Context: an optimization exercise on an open-source flow, tuned for small area, a short achievable clock period and few clock cycles per item. The choices shown serve that exercise and are no tape-out recipe. Only simulation tests tie the RTL to the original design; equivalence was not proved. Power figures rest on the tool's default switching activity, not on a simulated workload.

==> flow/design.v <==
package wht_pkg;
   localparam int X_BITS = 12;
   localparam int Y_BITS = 11;
   localparam int ID_BITS = 4;
   localparam int WINDOWS_DEFAULT = 16;
   localparam logic CMD_LOAD = 1'b0;
   localparam logic CMD_CLICK = 1'b1;
   localparam int RECT_BITS = 2 * X_BITS + 2 * Y_BITS;
   localparam int ENTRY_BITS = 1 + ID_BITS + RECT_BITS;
endpackage
module wht_gt #(
   parameter int W = 12
) (
   input  logic [W-1:0] a,
   input  logic [W-1:0] b_n,
   output logic         gt
);
   logic [15:0] g, p;
   always_comb begin
      g = '0;
      p = '1;
      g[W-1:0] = a & b_n;
      p[W-1:0] = a | b_n;
      for (int lvl = 0; lvl < 4; lvl++) begin
         for (int k = 0; k < (8 >> lvl); k++) begin
            g[k] = g[2*k+1] | (p[2*k+1] & g[2*k]);
            p[k] = p[2*k+1] & p[2*k];
         end
      end
      gt = g[0];
   end
endmodule
module wht_cell (
   input  logic                           clock,
   input  logic                           reset,
   input  logic                           write,
   input  logic [wht_pkg::RECT_BITS-1:0]  wr_rect,
   input  logic [wht_pkg::X_BITS-1:0]     op_x,
   input  logic [wht_pkg::Y_BITS-1:0]     op_y,
   input  logic [wht_pkg::X_BITS-1:0]     op_x_n,
   input  logic [wht_pkg::Y_BITS-1:0]     op_y_n,
   output logic                           holds
);
   logic                          valid_ff;
   logic [wht_pkg::X_BITS-1:0]    left_ff, right_n_ff;
   logic [wht_pkg::Y_BITS-1:0]    bottom_ff, top_n_ff;
   logic [wht_pkg::X_BITS-1:0]    wr_left, wr_right;
   logic [wht_pkg::Y_BITS-1:0]    wr_bottom, wr_top;
   logic                          left_gt, right_lt, bottom_gt, top_lt;
   assign {wr_left, wr_bottom, wr_right, wr_top} = wr_rect;
   always_ff @(posedge clock) begin
      if (reset) begin
         valid_ff <= 1'b0;
      end else if (write) begin
         valid_ff <= 1'b1;
      end
   end
   always_ff @(posedge clock) begin
      if (write) begin
         left_ff    <= wr_left;
         bottom_ff  <= wr_bottom;
         right_n_ff <= ~wr_right;
         top_n_ff   <= ~wr_top;
      end
   end
   wht_gt #(.W(wht_pkg::X_BITS)) u_left   (.a(left_ff),   .b_n(op_x_n),     .gt(left_gt));
   wht_gt #(.W(wht_pkg::X_BITS)) u_right  (.a(op_x),      .b_n(right_n_ff), .gt(right_lt));
   wht_gt #(.W(wht_pkg::Y_BITS)) u_bottom (.a(bottom_ff), .b_n(op_y_n),     .gt(bottom_gt));
   wht_gt #(.W(wht_pkg::Y_BITS)) u_top    (.a(op_y),      .b_n(top_n_ff),   .gt(top_lt));
   assign holds = valid_ff && !left_gt && !right_lt && !bottom_gt && !top_lt;
endmodule
module window_hit_test_move_to_front_top #(
   parameter int WINDOWS = wht_pkg::WINDOWS_DEFAULT
) (
   input  logic                        clock,
   input  logic                        reset,
   input  logic                        req_valid,
   output logic                        req_ready,
   input  logic                        req_command,
   input  logic [wht_pkg::ID_BITS-1:0] req_window_index,
   input  logic [wht_pkg::X_BITS-1:0]  req_rect_left,
   input  logic [wht_pkg::Y_BITS-1:0]  req_rect_bottom,
   input  logic [wht_pkg::X_BITS-1:0]  req_rect_right,
   input  logic [wht_pkg::Y_BITS-1:0]  req_rect_top,
   input  logic [wht_pkg::X_BITS-1:0]  req_point_x,
   input  logic [wht_pkg::Y_BITS-1:0]  req_point_y,
   output logic                        rsp_valid,
   input  logic                        rsp_ready,
   output logic                        rsp_hit,
   output logic [wht_pkg::ID_BITS-1:0] rsp_selected_window
);
   localparam int QDEPTH = 4;
   localparam int RES_BITS = 1 + wht_pkg::ID_BITS;
   logic                          ready_ff;
   logic                          accept;
   logic                          s1_load_ff, s1_click_ff;
   logic [wht_pkg::ID_BITS-1:0]   s1_idx_ff;
   logic [wht_pkg::X_BITS-1:0]    s1_x_ff;
   logic [wht_pkg::Y_BITS-1:0]    s1_y_ff;
   assign accept = req_valid && ready_ff;
   always_ff @(posedge clock) begin
      if (reset) begin
         s1_load_ff  <= 1'b0;
         s1_click_ff <= 1'b0;
      end else begin
         s1_load_ff  <= accept && (req_command == wht_pkg::CMD_LOAD);
         s1_click_ff <= accept && (req_command == wht_pkg::CMD_CLICK);
      end
   end
   always_ff @(posedge clock) begin
      s1_idx_ff  <= req_window_index;
      s1_x_ff    <= req_point_x;
      s1_y_ff    <= req_point_y;
   end
   logic [WINDOWS-1:0] holds;
   logic [WINDOWS-1:0] s1_onehot;
   logic [WINDOWS-1:0] s2_vec_in;
   logic               load_now;
   assign load_now = accept && (req_command == wht_pkg::CMD_LOAD);
   for (genvar w = 0; w < WINDOWS; w++) begin : g_win
      assign s1_onehot[w] = (s1_idx_ff == w);
      wht_cell u_cell (
         .clock  (clock),
         .reset  (reset),
         .write  (load_now && (req_window_index == w)),
         .wr_rect({req_rect_left, req_rect_bottom, req_rect_right, req_rect_top}),
         .op_x   (s1_x_ff),
         .op_y   (s1_y_ff),
         .op_x_n (~s1_x_ff),
         .op_y_n (~s1_y_ff),
         .holds  (holds[w])
      );
      assign s2_vec_in[w] = s1_load_ff ? s1_onehot[w] : (s1_click_ff && holds[w]);
   end
   logic               s2_click_ff;
   logic [WINDOWS-1:0] s2_vec_ff;
   always_ff @(posedge clock) begin
      if (reset) begin
         s2_click_ff <= 1'b0;
      end else begin
         s2_click_ff <= s1_click_ff;
      end
   end
   always_ff @(posedge clock) begin
      s2_vec_ff <= s2_vec_in;
   end
   logic [WINDOWS-1:0] above_ff [WINDOWS];
   logic [WINDOWS-1:0] above [WINDOWS];
   logic [WINDOWS-1:0] sel;
   always_comb begin
      for (int i = 0; i < WINDOWS; i++) begin
         for (int j = 0; j < WINDOWS; j++) begin
            if (i < j) above[i][j] = above_ff[i][j];
            else if (i > j) above[i][j] = !above_ff[j][i];
            else above[i][j] = 1'b0;
         end
      end
   end
   always_comb begin
      for (int w = 0; w < WINDOWS; w++) begin
         logic covered;
         covered = 1'b0;
         for (int v = 0; v < WINDOWS; v++) begin
            if (v != w) covered = covered | (s2_vec_ff[v] & above[v][w]);
         end
         sel[w] = s2_vec_ff[w] & !covered;
      end
   end
   always_ff @(posedge clock) begin
      for (int i = 0; i < WINDOWS; i++) begin
         for (int j = i + 1; j < WINDOWS; j++) begin
            above_ff[i][j] <= sel[i] | (above_ff[i][j] & !sel[j]);
         end
      end
   end
   logic                        res_hit;
   logic [wht_pkg::ID_BITS-1:0] res_id;
   always_comb begin
      res_id = '0;
      for (int w = 0; w < WINDOWS; w++) begin
         res_id = res_id | (sel[w] ? wht_pkg::ID_BITS'(w) : '0);
      end
   end
   assign res_hit = |s2_vec_ff;
   logic [RES_BITS-1:0] q_ff [QDEPTH];
   logic [2:0]          cnt_ff, cnt_in, cnt_pop;
   logic                rsp_valid_ff;
   logic                pop, push;
   logic [2:0]          occ;
   assign pop = rsp_valid_ff && rsp_ready;
   assign push = s2_click_ff;
   assign cnt_pop = cnt_ff - {2'b00, pop};
   assign cnt_in = cnt_pop + {2'b00, push};
   always_ff @(posedge clock) begin
      for (int k = 0; k < QDEPTH; k++) begin
         if (push && (cnt_pop == k)) begin
            q_ff[k] <= {res_hit, res_id};
         end else if (pop) begin
            q_ff[k] <= (k + 1 < QDEPTH) ? q_ff[(k + 1) % QDEPTH] : q_ff[k];
         end
      end
   end
   assign occ = cnt_in + {2'b00, s1_click_ff}
                + {2'b00, accept && (req_command == wht_pkg::CMD_CLICK)};
   always_ff @(posedge clock) begin
      if (reset) begin
         cnt_ff       <= '0;
         rsp_valid_ff <= 1'b0;
         ready_ff     <= 1'b1;
      end else begin
         cnt_ff       <= cnt_in;
         rsp_valid_ff <= (cnt_in != 0);
         ready_ff     <= (occ < QDEPTH);
      end
   end
   assign req_ready = ready_ff;
   assign rsp_valid = rsp_valid_ff;
   assign rsp_hit = q_ff[0][RES_BITS-1];
   assign rsp_selected_window = q_ff[0][wht_pkg::ID_BITS-1:0];
endmodule
Settings: LEC_CHECK=0, CAP_MARGIN=20, CORE_MARGIN=2, CORE_UTILIZATION=60, SETUP_SLACK_MARGIN=3.5, SLEW_MARGIN=20; clock period 6.0 ns.
run.sh (not shown) runs the stock make flow with config.mk's settings and CLKGATE_MAP_FILE= SYNTH_SCRIPT=/design/flow/synth_recipe.tcl, a recipe that flattens the netlist after the stock synthesis.
Testbench counts at the start, summed over its fixed seeds: cycles 24,024, items 24,000.
==> next run, changes <==
--- a/flow/design.v
+++ b/flow/design.v
@@ -90,34 +90,16 @@
    output logic [wht_pkg::ID_BITS-1:0] rsp_selected_window
 );
-   localparam int QDEPTH = 4;
+   localparam int QDEPTH = 3;
    localparam int RES_BITS = 1 + wht_pkg::ID_BITS;
    logic                          ready_ff;
    logic                          accept;
-   logic                          s1_load_ff, s1_click_ff;
-   logic [wht_pkg::ID_BITS-1:0]   s1_idx_ff;
-   logic [wht_pkg::X_BITS-1:0]    s1_x_ff;
-   logic [wht_pkg::Y_BITS-1:0]    s1_y_ff;
+   logic                          load_now;
+   logic                          click_now;
    assign accept = req_valid && ready_ff;
-   always_ff @(posedge clock) begin
-      if (reset) begin
-         s1_load_ff  <= 1'b0;
-         s1_click_ff <= 1'b0;
-      end else begin
-         s1_load_ff  <= accept && (req_command == wht_pkg::CMD_LOAD);
-         s1_click_ff <= accept && (req_command == wht_pkg::CMD_CLICK);
-      end
-   end
-   always_ff @(posedge clock) begin
-      s1_idx_ff  <= req_window_index;
-      s1_x_ff    <= req_point_x;
-      s1_y_ff    <= req_point_y;
-   end
+   assign load_now = accept && (req_command == wht_pkg::CMD_LOAD);
+   assign click_now = accept && (req_command == wht_pkg::CMD_CLICK);
    logic [WINDOWS-1:0] holds;
-   logic [WINDOWS-1:0] s1_onehot;
    logic [WINDOWS-1:0] s2_vec_in;
-   logic               load_now;
-   assign load_now = accept && (req_command == wht_pkg::CMD_LOAD);
    for (genvar w = 0; w < WINDOWS; w++) begin : g_win
-      assign s1_onehot[w] = (s1_idx_ff == w);
       wht_cell u_cell (
          .clock  (clock),
@@ -125,11 +107,11 @@
          .write  (load_now && (req_window_index == w)),
          .wr_rect({req_rect_left, req_rect_bottom, req_rect_right, req_rect_top}),
-         .op_x   (s1_x_ff),
-         .op_y   (s1_y_ff),
-         .op_x_n (~s1_x_ff),
-         .op_y_n (~s1_y_ff),
+         .op_x   (req_point_x),
+         .op_y   (req_point_y),
+         .op_x_n (~req_point_x),
+         .op_y_n (~req_point_y),
          .holds  (holds[w])
       );
-      assign s2_vec_in[w] = s1_load_ff ? s1_onehot[w] : (s1_click_ff && holds[w]);
+      assign s2_vec_in[w] = load_now ? (req_window_index == w) : (click_now && holds[w]);
    end
    logic               s2_click_ff;
@@ -139,5 +121,5 @@
          s2_click_ff <= 1'b0;
       end else begin
-         s2_click_ff <= s1_click_ff;
+         s2_click_ff <= click_now;
       end
    end
@@ -184,12 +166,12 @@
    assign res_hit = |s2_vec_ff;
    logic [RES_BITS-1:0] q_ff [QDEPTH];
-   logic [2:0]          cnt_ff, cnt_in, cnt_pop;
+   logic [1:0]          cnt_ff, cnt_in, cnt_pop;
    logic                rsp_valid_ff;
    logic                pop, push;
-   logic [2:0]          occ;
+   logic [1:0]          occ;
    assign pop = rsp_valid_ff && rsp_ready;
    assign push = s2_click_ff;
-   assign cnt_pop = cnt_ff - {2'b00, pop};
-   assign cnt_in = cnt_pop + {2'b00, push};
+   assign cnt_pop = cnt_ff - {1'b0, pop};
+   assign cnt_in = cnt_pop + {1'b0, push};
    always_ff @(posedge clock) begin
       for (int k = 0; k < QDEPTH; k++) begin
@@ -201,6 +183,4 @@
       end
    end
-   assign occ = cnt_in + {2'b00, s1_click_ff}
-                + {2'b00, accept && (req_command == wht_pkg::CMD_CLICK)};
    always_ff @(posedge clock) begin
       if (reset) begin
@@ -211,5 +191,5 @@
          cnt_ff       <= cnt_in;
          rsp_valid_ff <= (cnt_in != 0);
-         ready_ff     <= (occ < QDEPTH);
+         ready_ff     <= ({1'b0, cnt_in} + {2'b00, click_now}) < 3'(QDEPTH);
       end
    end
Outcome: Register-to-register slack barely changes. Via count came out lower by 3.9%. Synthesized cell count came out lower by 4.8%. Routed wire length came out lower by 1.7%. Power came out lower by 3.6%. Sequential cell count came out lower by 35. Global-route usage came out higher by 1.3 points.
Testbench counts after the change, summed over its fixed seeds: cycles 24,016, items 24,000.

## afterwards: timing with drivers on the ports
Ports are ideal in the flow. The routed layouts listed here were re-timed in OpenROAD.
Step 1 sets driving cells, clkbuf_16 on the clock port and buf_2 on the other inputs (assumed; they add their load-dependent delay and slew).
Step 2 moves the port delays by t, midway between the first and last clock arrival at a register: inputs arrive t later, outputs are due t later. That takes back most of the time a late clock gives input paths.
Slacks: no drivers / after step 1 / after step 2; pairs: no drivers / after step 1.
run | t (ns) | setup WS [ns] | worst setup path at the end | cell pins on the clock port's net
the first run | 0.730 | 3.462 / 3.430 / 2.700 | input to register | 1
the second run | 0.720 | 3.078 / 3.028 / 2.308 | input to register | 1
After both steps every run listed still meets setup and hold. The setup slack of the second run, which loses most, moves by -0.050 ns with the drivers and by -0.770 ns with both steps.
